From an optimization exercise on the open Yosys and OpenROAD flow, aimed at small area; shortcuts taken in it are not production practice.
Only simulation tests tie the RTL to the original design; equivalence was not proved.
Power and IR drop assume default switching activity.

## regfile_sb
module regfile_sb #(
  parameter int XLEN     = 32,
  parameter int NREGS    = 32,
  parameter int NRD      = 2,
  parameter int ZERO_REG = 1,
  localparam int AW      = $clog2(NREGS)
) (
  input  logic                clk,
  input  logic                rst_n,
  input  logic                we,
  input  logic [AW-1:0]       wa,
  input  logic [XLEN-1:0]     wd,
  input  logic [NRD*AW-1:0]   ra,
  output logic [NRD*XLEN-1:0] rd,
  output logic [NRD-1:0]      rbusy,
  input  logic                issue_valid,
  input  logic [AW-1:0]       issue_rd,
  output logic                issue_ready,
  input  logic                flush,
  output logic [AW:0]         busy_cnt
);
For scale: roughly 4,000 cells after synthesis, roughly 130 I/O pins, ~46,000 um2 of cells after synthesis.
make LEC_CHECK=0 CAP_MARGIN=20 CORE_MARGIN=2 CORE_UTILIZATION=40 SLEW_MARGIN=20 SYNTH_HIERARCHICAL=1 SYNTH_MINIMUM_KEEP_SIZE=0 finish   # period 7.0 ns
run.sh (not shown) runs the stock make flow with config.mk's settings and CLKGATE_MAP_FILE= SYNTH_SCRIPT=/design/flow/synth_recipe.tcl, a recipe that flattens the netlist after the stock synthesis.
The first run ran to the end with no violations.
==> next run, changes <==
CAP_MARGIN = 0   (was 20)
CORE_UTILIZATION = 45   (was 40)
CTS_BUF_LIST = sky130_fd_sc_hd__clkbuf_16   (was default)
CTS_CLUSTER_DIAMETER = 50   (was default)
CTS_CLUSTER_SIZE = 16   (was default)
SLEW_MARGIN = 0   (was 20)
The changed run finished with timing, DRC and antenna clean; routed wire length falls by 2.5%; area after synthesis does not change; synthesized cell count is unchanged; cell area falls by about 1.1%; maximum frequency rises by 2.7%; sequential cell count stays the same; global-route usage rises by 3.5 points; first-iteration DRC count falls by 4.5%; final cell count falls by 2.6%; worst setup slack gets better by 180 ps.
==> next run, changes <==
==> flow/flow/run.sh (new file) <==
#!/bin/bash
# Standard ORFS layout (the standard.sh, unchanged synthesis, floorplan, power grid
# and tap cells) with two placement/CTS options passed through the environment:
#  - CTS without dummy loads (the clock tree is not padded with unused buffers)
#  - port buffers use the smallest plain buffer instead of a delay cell
# Every tool's output goes to standard.log in the work folder.
set -euo pipefail
cd "$(dirname "$0")/.."
export CTS_ARGS="-sink_clustering_enable -repair_clock_nets -dont_use_dummy_load -sink_clustering_size 16 -sink_clustering_max_diameter 50 -buf_list {sky130_fd_sc_hd__clkbuf_16}"
export BUFFER_PORTS_ARGS="-buffer_cell sky130_fd_sc_hd__buf_1"
bash standard.sh finish > standard.log 2>&1
==> flow/standard.sh (new file) <==
#!/bin/bash
# synth_recipe.tcl (not shown) runs the flow's synth.tcl, then flattens the netlist and writes it again
# the make line also repeats each setting of config.mk as NAME=value (left out here)
make -C /OpenROAD-flow-scripts/flow DESIGN_CONFIG=/design/flow/config.mk WORK_HOME=/design/flow/orfs CLKGATE_MAP_FILE= SYNTH_SCRIPT=/design/flow/synth_recipe.tcl "${@:-finish}"
removed: flow/run.sh
Routed wire length grows by 1.2%. Global-route usage increases by 0.29 points. Die area is unchanged. Core utilization falls by 2.2 points. Final cell count went down by 2.5%. Via count hardly moves. Worst setup slack gains 410 ps. Non-clock buffer count fell by 47. Synthesized area is unchanged. Register-to-register slack gets better by 30 ps.

* * *

Setup of old:
Another version of the RTL of regfile_sb (not shown whole).
For scale: roughly 3,600 cells after synthesis, ~130 I/O pins.
==> flow/config.mk <==
export PLATFORM = sky130hd
export DESIGN_NAME = regfile_sb
export DESIGN_NICKNAME = regfile_sb
export VERILOG_FILES = /design/flow/design.v
export SDC_FILE = /design/flow/constraint.sdc
export NUM_CORES = 4
export LEC_CHECK = 0
export CAP_MARGIN = 0
export CORE_MARGIN = 2
export CORE_UTILIZATION = 45
export CTS_BUF_LIST = sky130_fd_sc_hd__clkbuf_8
export CTS_CLUSTER_DIAMETER = 70
export CTS_CLUSTER_SIZE = 14
export SLEW_MARGIN = 0
export SYNTH_HIERARCHICAL = 1
export SYNTH_MINIMUM_KEEP_SIZE = 0
==> flow/constraint.sdc <==
create_clock -name core_clock -period 7.0 [get_ports {clk}]
set_input_delay 1.4000 -clock core_clock [delete_from_list [all_inputs] [get_ports {clk}]]
set_output_delay 1.4000 -clock core_clock [all_outputs]
set_load 0.01 [all_outputs]
standard.sh (not shown) runs the stock make flow with config.mk's settings and CLKGATE_MAP_FILE= SYNTH_SCRIPT=/design/flow/synth_recipe.tcl, a recipe that flattens the netlist after the stock synthesis.
==> flow/flow/run.sh <==
#!/bin/bash
# Standard ORFS layout (the standard.sh, unchanged synthesis, floorplan, power grid
# and tap cells) with two placement/CTS options passed through the environment:
#  - CTS without dummy loads (the clock tree is not padded with unused buffers)
#  - port buffers use the smallest plain buffer instead of a delay cell
# Every tool's output goes to standard.log in the work folder.
set -euo pipefail
cd "$(dirname "$0")/.."
export CTS_ARGS="-sink_clustering_enable -repair_clock_nets -dont_use_dummy_load -sink_clustering_size 14 -sink_clustering_max_diameter 70 -buf_list {sky130_fd_sc_hd__clkbuf_8}"
export BUFFER_PORTS_ARGS="-buffer_cell sky130_fd_sc_hd__buf_1"
bash standard.sh finish > standard.log 2>&1
Input changes introduced in new (baseline for comparison: old):
# old
export LEC_CHECK = 0
export CAP_MARGIN = 0
export CORE_MARGIN = 2
export CORE_UTILIZATION = 45
export CTS_BUF_LIST = sky130_fd_sc_hd__clkbuf_8
export CTS_CLUSTER_DIAMETER = 70
export CTS_CLUSTER_SIZE = 14
export SLEW_MARGIN = 0
export SYNTH_HIERARCHICAL = 1
export SYNTH_MINIMUM_KEEP_SIZE = 0
create_clock -name core_clock -period 7.0 [get_ports {clk}]
# new
export LEC_CHECK = 0
export CAP_MARGIN = 0
export CORE_MARGIN = 2
export CORE_UTILIZATION = 45
export CTS_BUF_LIST = sky130_fd_sc_hd__clkbuf_8
export CTS_CLUSTER_DIAMETER = 70
export CTS_CLUSTER_SIZE = 12
export SLEW_MARGIN = 0
export SYNTH_HIERARCHICAL = 1
export SYNTH_MINIMUM_KEEP_SIZE = 0
create_clock -name core_clock -period 7.0 [get_ports {clk}]
diff --git a/flow/flow/run.sh b/flow/flow/run.sh
--- a/flow/flow/run.sh
+++ b/flow/flow/run.sh
@@ -9 +9 @@
-export CTS_ARGS="-sink_clustering_enable -repair_clock_nets -dont_use_dummy_load -sink_clustering_size 14 -sink_clustering_max_diameter 70 -buf_list {sky130_fd_sc_hd__clkbuf_8}"
+export CTS_ARGS="-sink_clustering_enable -repair_clock_nets -dont_use_dummy_load -sink_clustering_size 12 -sink_clustering_max_diameter 70 -buf_list {sky130_fd_sc_hd__clkbuf_8}"
--- outcome ---
From old to new the numbers moved as follows: combinational fraction of design power fell 0.2 points; sequential cell area share went down 0.18 points; worst-case setup margin in the final layout grew by 0.050 ns.

[separate check: timing with driven ports]
How much do the figures lean on ideal ports? The routed layouts below were timed once more, with nothing changed but the port constraints. Step 1 (the two cells are an assumption about what drives the block):
set clk [get_ports {clk}]
set_driving_cell -lib_cell sky130_fd_sc_hd__clkbuf_16 $clk
set_driving_cell -lib_cell sky130_fd_sc_hd__buf_2 [delete_from_list [all_inputs] $clk]
Step 2, shift: input delay + t, output delay - t, t = (earliest + latest rising clock arrival at the registers) / 2. This alone moves slack from input paths to output paths. Three values: ideal ports, drivers, drivers and shift; two values: the first two.
run	t, ns	setup slack, ns	hold WS [ns]	latest minus earliest clock arrival (ns)
the first run of note 1	0.772	0.151 / 0.121 / 0.121	0.474 / 0.474 / 0.474	0.036 / 0.035
the second run of note 1	0.790	0.333 / 0.280 / 0.280	0.493 / 0.493 / 0.493	0.049 / 0.049
the third run of note 1	0.763	0.748 / 0.696 / 0.696	0.483 / 0.483 / 0.483	0.090 / 0.090
old	0.807	0.763 / 0.713 / 0.713	0.482 / 0.482 / 0.482	0.082 / 0.082
new	0.835	0.812 / 0.749 / 0.749	0.480 / 0.480 / 0.480	0.151 / 0.152
After both steps setup and hold are still met in every run listed. For new, which loses most, drivers alone change the setup slack by -0.063 ns; drivers and shift together by -0.063 ns.
